Source: an optimization exercise on an open RTL-to-GDS flow (aim: small area). Production flows keep margins and buffers that such runs may drop.
Function was checked by simulation only, so behaviour that the tests miss may differ from the original.
No activity file was given, so power comes from the tool's default toggle rates.

==> flow/design.v <==
module rf_hold #(
    parameter int unsigned W = 32
) (
    input  logic [W-1:0] q,
    input  logic [W-1:0] wdx,
    input  logic         we,
    input  logic         nwe,
    output logic [W-1:0] d
);
    assign d = ~((q | {W{we}}) & (wdx | {W{nwe}}));
endmodule
module rf_oai22 (
    input  logic a1, a2, b1, b2,
    output logic y
);
    assign y = ~((a1 | a2) & (b1 | b2));
endmodule
module rf_nor2 (
    input  logic a, b,
    output logic y
);
    assign y = ~(a | b);
endmodule
module rf_nand4 (
    input  logic a, b, c, d,
    output logic y
);
    assign y = ~(a & b & c & d);
endmodule
module rf_fin (
    input  logic r0, r1,
    input  logic h,
    output logic y
);
    assign y = (~(r0 | r1)) ^ h;
endmodule
module rf_red16 (
    input  logic [15:0] p,
    input  logic        h,
    output logic        y
);
    logic [7:0] q;
    logic [1:0] r;
    for (genvar k = 0; k < 8; k++) begin : g_q
        rf_nor2 u_q (.a(p[2*k]), .b(p[2*k+1]), .y(q[k]));
    end
    for (genvar j = 0; j < 2; j++) begin : g_r
        rf_nand4 u_r (.a(q[4*j]), .b(q[4*j+1]), .c(q[4*j+2]), .d(q[4*j+3]), .y(r[j]));
    end
    rf_fin u_f (.r0(r[0]), .r1(r[1]), .h(h), .y(y));
endmodule
module rf_rdbit (
    input  logic [30:0] s,
    input  logic [30:0] nsel,
    input  logic        h,
    output logic        y
);
    logic [15:0] p;
    for (genvar k = 0; k < 15; k++) begin : g_p
        rf_oai22 u_p (.a1(s[2*k]), .a2(nsel[2*k]), .b1(s[2*k+1]), .b2(nsel[2*k+1]), .y(p[k]));
    end
    assign p[15] = ~(s[30] | nsel[30]);
    rf_red16 u_r (.p(p), .h(h), .y(y));
endmodule
module reg_file #(
    parameter int unsigned DATA_WIDTH = 32,
    parameter int unsigned ADDR_WIDTH = 5,
    parameter int unsigned NUM_REGS   = 32
) (
    input  logic                  clk,
    input  logic                  rst_n,
    input  logic                  reg_write,
    input  logic [ADDR_WIDTH-1:0] write_addr,
    input  logic [DATA_WIDTH-1:0] write_data,
    input  logic [ADDR_WIDTH-1:0] read_addr1,
    input  logic [ADDR_WIDTH-1:0] read_addr2,
    output logic [DATA_WIDTH-1:0] read_data1,
    output logic [DATA_WIDTH-1:0] read_data2
);
    logic [DATA_WIDTH-1:0] regs [1:NUM_REGS-1];
    logic [DATA_WIDTH-1:0] regs_d [1:NUM_REGS-1];
    logic [NUM_REGS-1:1]   valid;
    logic                  phase;
    logic [NUM_REGS-1:1]   we;
    logic [DATA_WIDTH-1:0] wdx;
    always_comb begin
        for (int unsigned i = 1; i < NUM_REGS; i++) begin
            we[i] = reg_write && (write_addr == ADDR_WIDTH'(i));
        end
    end
    assign wdx = write_data ^ {DATA_WIDTH{phase}};
    always_ff @(posedge clk or negedge rst_n) begin
        if (!rst_n) begin
            phase <= 1'b0;
            valid <= '0;
        end else begin
            phase <= ~phase;
            valid <= valid | we;
        end
    end
    for (genvar i = 1; i < NUM_REGS; i++) begin : g_hold
        rf_hold #(.W(DATA_WIDTH)) u_hold (
            .q(regs[i]), .wdx(wdx), .we(we[i]), .nwe(~we[i]), .d(regs_d[i])
        );
    end
    always_ff @(posedge clk) begin
        for (int unsigned i = 1; i < NUM_REGS; i++) begin
            regs[i] <= regs_d[i];
        end
    end
    logic [NUM_REGS-1:1] nsel1, nsel2;
    logic                h1, h2;
    logic [NUM_REGS-1:0] valid_ext;
    assign valid_ext = {valid, 1'b0};
    always_comb begin
        for (int unsigned i = 1; i < NUM_REGS; i++) begin
            nsel1[i] = !(valid[i] && (read_addr1 == ADDR_WIDTH'(i)));
            nsel2[i] = !(valid[i] && (read_addr2 == ADDR_WIDTH'(i)));
        end
        h1 = phase | !valid_ext[read_addr1];
        h2 = phase | !valid_ext[read_addr2];
    end
    for (genvar b = 0; b < DATA_WIDTH; b++) begin : g_rd
        logic [NUM_REGS-1:1] col;
        for (genvar i = 1; i < NUM_REGS; i++) begin : g_col
            assign col[i] = regs[i][b];
        end
        rf_rdbit u_rd1 (.s(col), .nsel(nsel1), .h(h1), .y(read_data1[b]));
        rf_rdbit u_rd2 (.s(col), .nsel(nsel2), .h(h2), .y(read_data2[b]));
    end
endmodule
==> flow/config.mk <==
export PLATFORM = sky130hd
export DESIGN_NAME = reg_file
export DESIGN_NICKNAME = reg_file
export VERILOG_FILES = /design/flow/design.v
export SDC_FILE = /design/flow/constraint.sdc
export NUM_CORES = 4
export LEC_CHECK = 0
export CAP_MARGIN = 10
export CORE_MARGIN = 2
export CORE_UTILIZATION = 40
export GPL_TIMING_DRIVEN = 0
export PLACE_DENSITY = 0.45
export SETUP_SLACK_MARGIN = 0.3
export SLEW_MARGIN = 10
export SYNTH_HIERARCHICAL = 1
==> flow/constraint.sdc <==
create_clock -name core_clock -period 5.0 [get_ports {clk}]
set_input_delay 1.0000 -clock core_clock [delete_from_list [all_inputs] [get_ports {clk}]]
set_output_delay 1.0000 -clock core_clock [all_outputs]
set_load 0.01 [all_outputs]
standard.sh (not shown) runs the stock make flow with config.mk's settings and CLKGATE_MAP_FILE= SYNTH_SCRIPT=/design/flow/synth_recipe.tcl, a recipe that flattens the netlist after the stock synthesis.
==> flow/flow/run.sh <==
#!/bin/bash
# Layout flow: the standard ORFS flow (standard.sh) with extra ORFS
# variables that trim area overhead:
#  - remove the buffers ABC inserted before placement (the resizer re-buffers
#    only where needed),
#  - plain buf_1 cells as the port buffers,
#  - post-placement repair_design limited to buffers up to buf_4
#    (flow/pre_resize.tcl); later timing repair is unrestricted,
#  - clock tree: larger sink clusters driven by clkbuf_16, no dummy loads,
# ORFS writes each tool's full log under orfs/logs/; make's own output goes to
# flow_make.log in the work folder.
set -euo pipefail
here=$(pwd)
bash standard.sh \
  REMOVE_ABC_BUFFERS=1 \
  "BUFFER_PORTS_ARGS=-buffer_cell sky130_fd_sc_hd__buf_1" \
  "PRE_RESIZE_TCL=$here/flow/pre_resize.tcl" \
  "CTS_ARGS=-sink_clustering_enable -repair_clock_nets -dont_use_dummy_load -sink_clustering_size 20 -sink_clustering_max_diameter 120 -buf_list {sky130_fd_sc_hd__clkbuf_16}" \
  finish > flow_make.log 2>&1
==> flow/flow/pre_resize.tcl <==
# Sourced by ORFS before the post-placement repair_design step. That step
# otherwise fixes every long, high-fanout net with the largest buffers in the
# library; capping the buffer size there leaves the timing-critical nets to
# the later repair_timing steps, which size only where slack demands it.
set_dont_use {
  sky130_fd_sc_hd__buf_6 sky130_fd_sc_hd__buf_8 sky130_fd_sc_hd__buf_12
  sky130_fd_sc_hd__buf_16 sky130_fd_sc_hd__bufbuf_8 sky130_fd_sc_hd__bufbuf_16
  sky130_fd_sc_hd__clkbuf_8 sky130_fd_sc_hd__clkbuf_16
}
Next try:
--- a/flow/design.v
+++ b/flow/design.v
@@ -12,45 +12,18 @@
 module rf_oai22 (
     input  logic a1, a2, b1, b2,
     output logic y
 );
     assign y = ~((a1 | a2) & (b1 | b2));
 endmodule
-module rf_nor2 (
-    input  logic a, b,
-    output logic y
-);
-    assign y = ~(a | b);
-endmodule
-module rf_nand4 (
-    input  logic a, b, c, d,
-    output logic y
-);
-    assign y = ~(a & b & c & d);
-endmodule
-module rf_fin (
-    input  logic r0, r1,
-    input  logic h,
-    output logic y
-);
-    assign y = (~(r0 | r1)) ^ h;
-endmodule
 module rf_red16 (
     input  logic [15:0] p,
     input  logic        h,
     output logic        y
 );
-    logic [7:0] q;
-    logic [1:0] r;
-    for (genvar k = 0; k < 8; k++) begin : g_q
-        rf_nor2 u_q (.a(p[2*k]), .b(p[2*k+1]), .y(q[k]));
-    end
-    for (genvar j = 0; j < 2; j++) begin : g_r
-        rf_nand4 u_r (.a(q[4*j]), .b(q[4*j+1]), .c(q[4*j+2]), .d(q[4*j+3]), .y(r[j]));
-    end
-    rf_fin u_f (.r0(r[0]), .r1(r[1]), .h(h), .y(y));
+    assign y = (~|p) ^ h;
 endmodule
 module rf_rdbit (
     input  logic [30:0] s,
     input  logic [30:0] nsel,
     input  logic        h,
     output logic        y
What happened: Worst setup slack gets worse by 0.011 ns. Synthesized area decreases slightly. Critical path depth increases by 2. Die area decreases slightly. Non-clock buffer count decreases by 1. Clock power shrinks slightly. Via count barely changes. Design area grows slightly. Total power rose slightly. Worst hold slack improves by 0.014 ns. Routed wire length climbs by a few percent. Flip-flop and latch count does not change.

-- port drivers added, routing unchanged --
The flow's constraints put no driver on any port. The routed layouts listed below were extracted and timed again, unchanged, in two steps.
Step 1: set_driving_cell puts a clkbuf_16 on clk and a buf_2 on each other input, an assumption about the parent block.
Step 2 moves the port delays by t, midway between the first and last clock arrival at a register: inputs arrive t later, outputs are due t later. That takes back most of the time a late clock gives input paths.
Slacks: ideal ports / drivers / drivers and shift; pairs: ideal ports / drivers.
| run | t, ns | setup slack, ns | worst hold slack (ns) |
|---|---|---|---|
| the first run | 0.754 | 0.237 / 0.207 / 0.207 | 0.366 / 0.311 / 0.473 |
| the second run | 0.754 | 0.226 / 0.197 / 0.197 | 0.380 / 0.331 / 0.472 |
After both steps every run listed still meets setup and hold. For the first run, which loses most, drivers alone change the setup slack by -0.030 ns; drivers and shift together by -0.030 ns.
